This design comes from an exercise in tuning for small area on the open sky130 flow, not from production work.
In this exercise RTL edits were held to simulation tests only and were not proved equivalent to the original.
Power and IR drop assume default switching activity.

== build 56 ==
==> flow/design.v (excerpt) <==
module sccb_responder #(
  parameter logic [7:0] DEV_ID   = sccb_pkg::SCCB_DEF_ID,
  parameter int         FILT_LEN = 3
) (
  input  logic       CLK,
  input  logic       RST,
  input  logic       scl_i,
  input  logic       sda_i,
  input  logic [7:0] rd_addr,
  output logic       sda_oe,
  output logic       busy,
  output logic       wr_valid,
  output logic [7:0] wr_addr,
  output logic [7:0] wr_data,
  output logic [7:0] rd_data
);
  logic scl_lvl, scl_rise, scl_fall;
  logic sda_lvl, sda_rise, sda_fall;
  logic [1:0] pad;
  logic [1:0] f_s0, f_s1;
  logic [1:0] f_hist [FILT_LEN-1];
  logic [1:0] f_lvl, f_rise, f_fall;
  logic [1:0] f_chg;
  assign pad = {sda_i, scl_i};
  always_comb begin
    for (int i = 0; i < 2; i++) begin
      f_chg[i] = (f_s1[i] != f_lvl[i]);
      for (int k = 0; k < FILT_LEN - 1; k++)
        if (f_hist[k][i] != f_s1[i]) f_chg[i] = 1'b0;
    end
  end
  always_ff @(posedge CLK) begin
    f_s0 <= pad;
    f_s1 <= f_s0;
    f_hist[0] <= f_s1;
    for (int k = 1; k < FILT_LEN - 1; k++) f_hist[k] <= f_hist[k-1];
  end
  always_ff @(posedge CLK) begin
    if (RST) begin
      f_lvl  <= f_s1;
      f_rise <= '0;
      f_fall <= '0;
    end else begin
      f_lvl  <= f_lvl ^ f_chg;
      f_rise <= f_chg & f_s1;
      f_fall <= f_chg & ~f_s1;
    end
  end
  assign scl_lvl  = f_lvl[0];
  assign scl_rise = f_rise[0];
  assign scl_fall = f_fall[0];
  assign sda_lvl  = f_lvl[1];
  assign sda_rise = f_rise[1];
  assign sda_fall = f_fall[1];
  logic scl_edge, start, stop;
  assign scl_edge = scl_rise | scl_fall;
  assign start = sda_fall & scl_lvl & ~scl_edge;
  assign stop  = sda_rise & scl_lvl & ~scl_edge;
  sccb_pkg::sccb_state_t          state;
  logic [sccb_pkg::BIT_CNT_W-1:0] bitcnt;
  logic [7:0]           shreg;
  logic [7:0]           ptr;
  logic                 sda_oe_q;
  logic                 busy_q;
  logic                 wr_valid_q;
  logic [7:0]           wr_addr_q;
  logic [7:0]           wr_data_q;
  logic [7:0]           rd_data_q;
  logic                 rd_mode;
  logic                 mack;
  logic [7:0]           rf_rd;
  localparam int NPORT = 5;
  localparam int PSTEP = 52;
  ...
For scale: ~4,000 cells after synthesis, roughly 39 I/O pins.
export LEC_CHECK = 0
export CAP_MARGIN = 15
export CORE_MARGIN = 2
export CORE_UTILIZATION = 65
export CTS_BUF_LIST = sky130_fd_sc_hd__clkbuf_8
export CTS_CLUSTER_DIAMETER = 50
export CTS_CLUSTER_SIZE = 20
export PLACE_DENSITY = 0.75
export SLEW_MARGIN = 15
export SYNTH_HIERARCHICAL = 1
export SYNTH_MINIMUM_KEEP_SIZE = 0
create_clock -name core_clock -period 10.0 [get_ports {CLK}]
standard.sh (not shown) runs the stock make flow with config.mk's settings and CLKGATE_MAP_FILE= SYNTH_SCRIPT=/design/flow/synth_recipe.tcl, a recipe that flattens the netlist after the stock synthesis.
==> flow/flow/run.sh <==
#!/bin/bash
# The standard layout with two changes: the port buffers are made from the
# smallest buffer cell instead of the one buffer_ports picks by itself, and
# clock tree synthesis inserts no dummy loads. Each tool's output goes to
# ORFS's own logs under orfs/logs; make's output goes to make_finish.log here.
set -euo pipefail
bash standard.sh finish \
  "BUFFER_PORTS_ARGS=-buffer_cell sky130_fd_sc_hd__buf_1" \
  "CTS_ARGS=-sink_clustering_enable -repair_clock_nets -sink_clustering_size 20 -sink_clustering_max_diameter 50 -buf_list sky130_fd_sc_hd__clkbuf_8 -dont_use_dummy_load" \
  > make_finish.log 2>&1
Build 56 -> stages 100% | layout checks FAIL | capacitance limit, slew limit
## Diff of input files: build 48 against build 56
Settings: SLEW_MARGIN now 20, was 15; CAP_MARGIN now 20, was 15.
Notes after the runs:
Build 48 was carried through to the last stage, and its layout satisfied the timing, design-rule and antenna checks.
~same proportion of cell area occupied by multi-input gates in build 56 and build 48
Any difference in clock-pin slew on the worst setup and hold paths between build 48 and build 56 is small enough to ignore.
Build 48 and build 56 ended up with roughly the same total wire length.
Between build 56 and build 48, the difference in final cell count is negligible.
The utilization of build 48 and that of build 56 are within noise of each other.
For build 63, these inputs were changed with respect to build 48:
Settings: swapping 20 for 10 in SLEW_MARGIN; swapping 20 for 10 in CAP_MARGIN.
==> comparison <==
Although it ran to completion, build 63 produced a layout that fails the final checks because of capacitance limit, slew limit. As far as power density of the placed cells is concerned, build 63 and build 48 perform about the same. Share of the clock period used by the worst path after layout, build 63 and build 48: lower on build 48. For total power, build 63 and build 48 come out practically identical. Build 63 and build 48 ended up with nearly the same routed length on met1. Build 63 and build 48 ended up with nearly the same number of standard cells in the layout, taps in and fillers out. In terms of hold slack, build 63 and build 48 differ only marginally. Fraction of area in registers across build 63 and build 48: no real change. Re post-layout worst setup margin: build 63 is 0.065 ns down on build 48. On build 63: transition time at the pin with the least slew margin is 0.34 ns higher than what build 48 gave.
Modified inputs, build 80 compared to build 63
Settings: SLEW_MARGIN now 20, was 10; CTS_CLUSTER_SIZE now 22, was 20; CAP_MARGIN now 20, was 10.
-- flow/flow/run.sh --
<<< build 63, line 7
bash standard.sh finish \
  "BUFFER_PORTS_ARGS=-buffer_cell sky130_fd_sc_hd__buf_1" \
  "CTS_ARGS=-sink_clustering_enable -repair_clock_nets -sink_clustering_size 20 -sink_clustering_max_diameter 50 -buf_list sky130_fd_sc_hd__clkbuf_8 -dont_use_dummy_load" \
  > make_finish.log 2>&1
>>> build 80, line 7
bash standard.sh finish \
  "BUFFER_PORTS_ARGS=-buffer_cell sky130_fd_sc_hd__buf_1" \
  "CTS_ARGS=-sink_clustering_enable -repair_clock_nets -sink_clustering_size 22 -sink_clustering_max_diameter 50 -buf_list sky130_fd_sc_hd__clkbuf_8 -dont_use_dummy_load" \
  > make_finish.log 2>&1
Findings:
- Build 80 reached the final stage; the timing, design-rule and antenna checks on its layout passed.
- Sort build 80 and build 63 by relative contribution of the clock network to total power asc -> top: build 80
- [compare] base=build 63 new=build 80: buffering overhead saw little to no change, met1 wire length rose by about 0.47%.
## Diff of input files: build 15 against build 80
Settings: swapping 20 for 0 in SLEW_MARGIN; swapping 22 for 20 in CTS_CLUSTER_SIZE; swapping 20 for 0 in CAP_MARGIN.
-- flow/flow/run.sh --
<<< build 80, line 7
bash standard.sh finish \
  "BUFFER_PORTS_ARGS=-buffer_cell sky130_fd_sc_hd__buf_1" \
  "CTS_ARGS=-sink_clustering_enable -repair_clock_nets -sink_clustering_size 22 -sink_clustering_max_diameter 50 -buf_list sky130_fd_sc_hd__clkbuf_8 -dont_use_dummy_load" \
  > make_finish.log 2>&1
>>> build 15, line 7
bash standard.sh finish \
  "BUFFER_PORTS_ARGS=-buffer_cell sky130_fd_sc_hd__buf_1" \
  "CTS_ARGS=-sink_clustering_enable -repair_clock_nets -sink_clustering_size 20 -sink_clustering_max_diameter 50 -buf_list sky130_fd_sc_hd__clkbuf_8 -dont_use_dummy_load" \
  > make_finish.log 2>&1
Findings:
Summary of build 80 and build 15: one run falls short of a clean finish, namely build 15.
On final cell count without fillers, build 15 tracks build 80 almost exactly.
Looking at largest vdd supply drop across build 80 and build 15, the one that comes out higher is build 15.
Wire: build 15 routes more than build 80
Changes observed in build 15 relative to build 80: final area essentially unchanged; wire length on met1 decreased about 0.5%; minimum hold slack increased 0.0051 ns; count of filler cells inserted in the layout increased about 0.6%; static power due to leakage essentially unchanged.
Input-level comparison between build 68 and build 15:
Settings: SLEW_MARGIN: 0 -> 30; CAP_MARGIN: 0 -> 40.
Notes after the runs:
- [build 15] flow finished | final checks: failed | reasons: capacitance limit, slew limit
- Build 68 finished all stages; the layout is clean.
- Area added between synthesis and finish, build 15 and build 68, lower one = build 15.
- | detailed placer's ending HPWL | higher: build 68 |
- Build 15 -> build 68: power flat

==> separate check: timing with driven ports <==
The results above use ideal ports. As a check the final layouts listed here were re-extracted and re-timed, cells and wires unchanged.
Step 1: set_driving_cell puts a clkbuf_16 on CLK and a buf_2 on each other input, an assumption about the parent block.
Step 2 also shifts input and output timing later by t, the mid clock arrival at the registers, as if the neighbouring blocks saw the same clock.
Slacks: ideal / step 1 / step 2; pairs: ideal / step 1.
| run | shift t [ns] | slack for setup (ns) | hold slack, ns | worst register clock-pin slew, ns |
|---|---|---|---|---|
| build 56 | 0.897 | 1.606 / 1.645 / 0.747 | 0.302 / 0.302 / 0.302 | 0.12 / 0.12 |
| build 48 | 0.898 | 1.671 / 1.716 / 0.818 | 0.305 / 0.305 / 0.305 | 0.12 / 0.12 |
| build 63 | 0.897 | 1.606 / 1.645 / 0.747 | 0.302 / 0.302 / 0.302 | 0.12 / 0.12 |
| build 80 | 0.916 | 1.612 / 1.650 / 0.734 | 0.289 / 0.289 / 0.289 | 0.12 / 0.12 |
| build 15 | 0.911 | 1.689 / 1.739 / 0.827 | 0.294 / 0.294 / 0.294 | 0.12 / 0.12 |
| build 68 | 0.904 | 1.847 / 1.896 / 0.992 | 0.307 / 0.307 / 0.307 | 0.12 / 0.12 |
For build 80, which loses most, drivers alone change the setup slack by +0.038 ns; drivers and shift together by -0.878 ns.
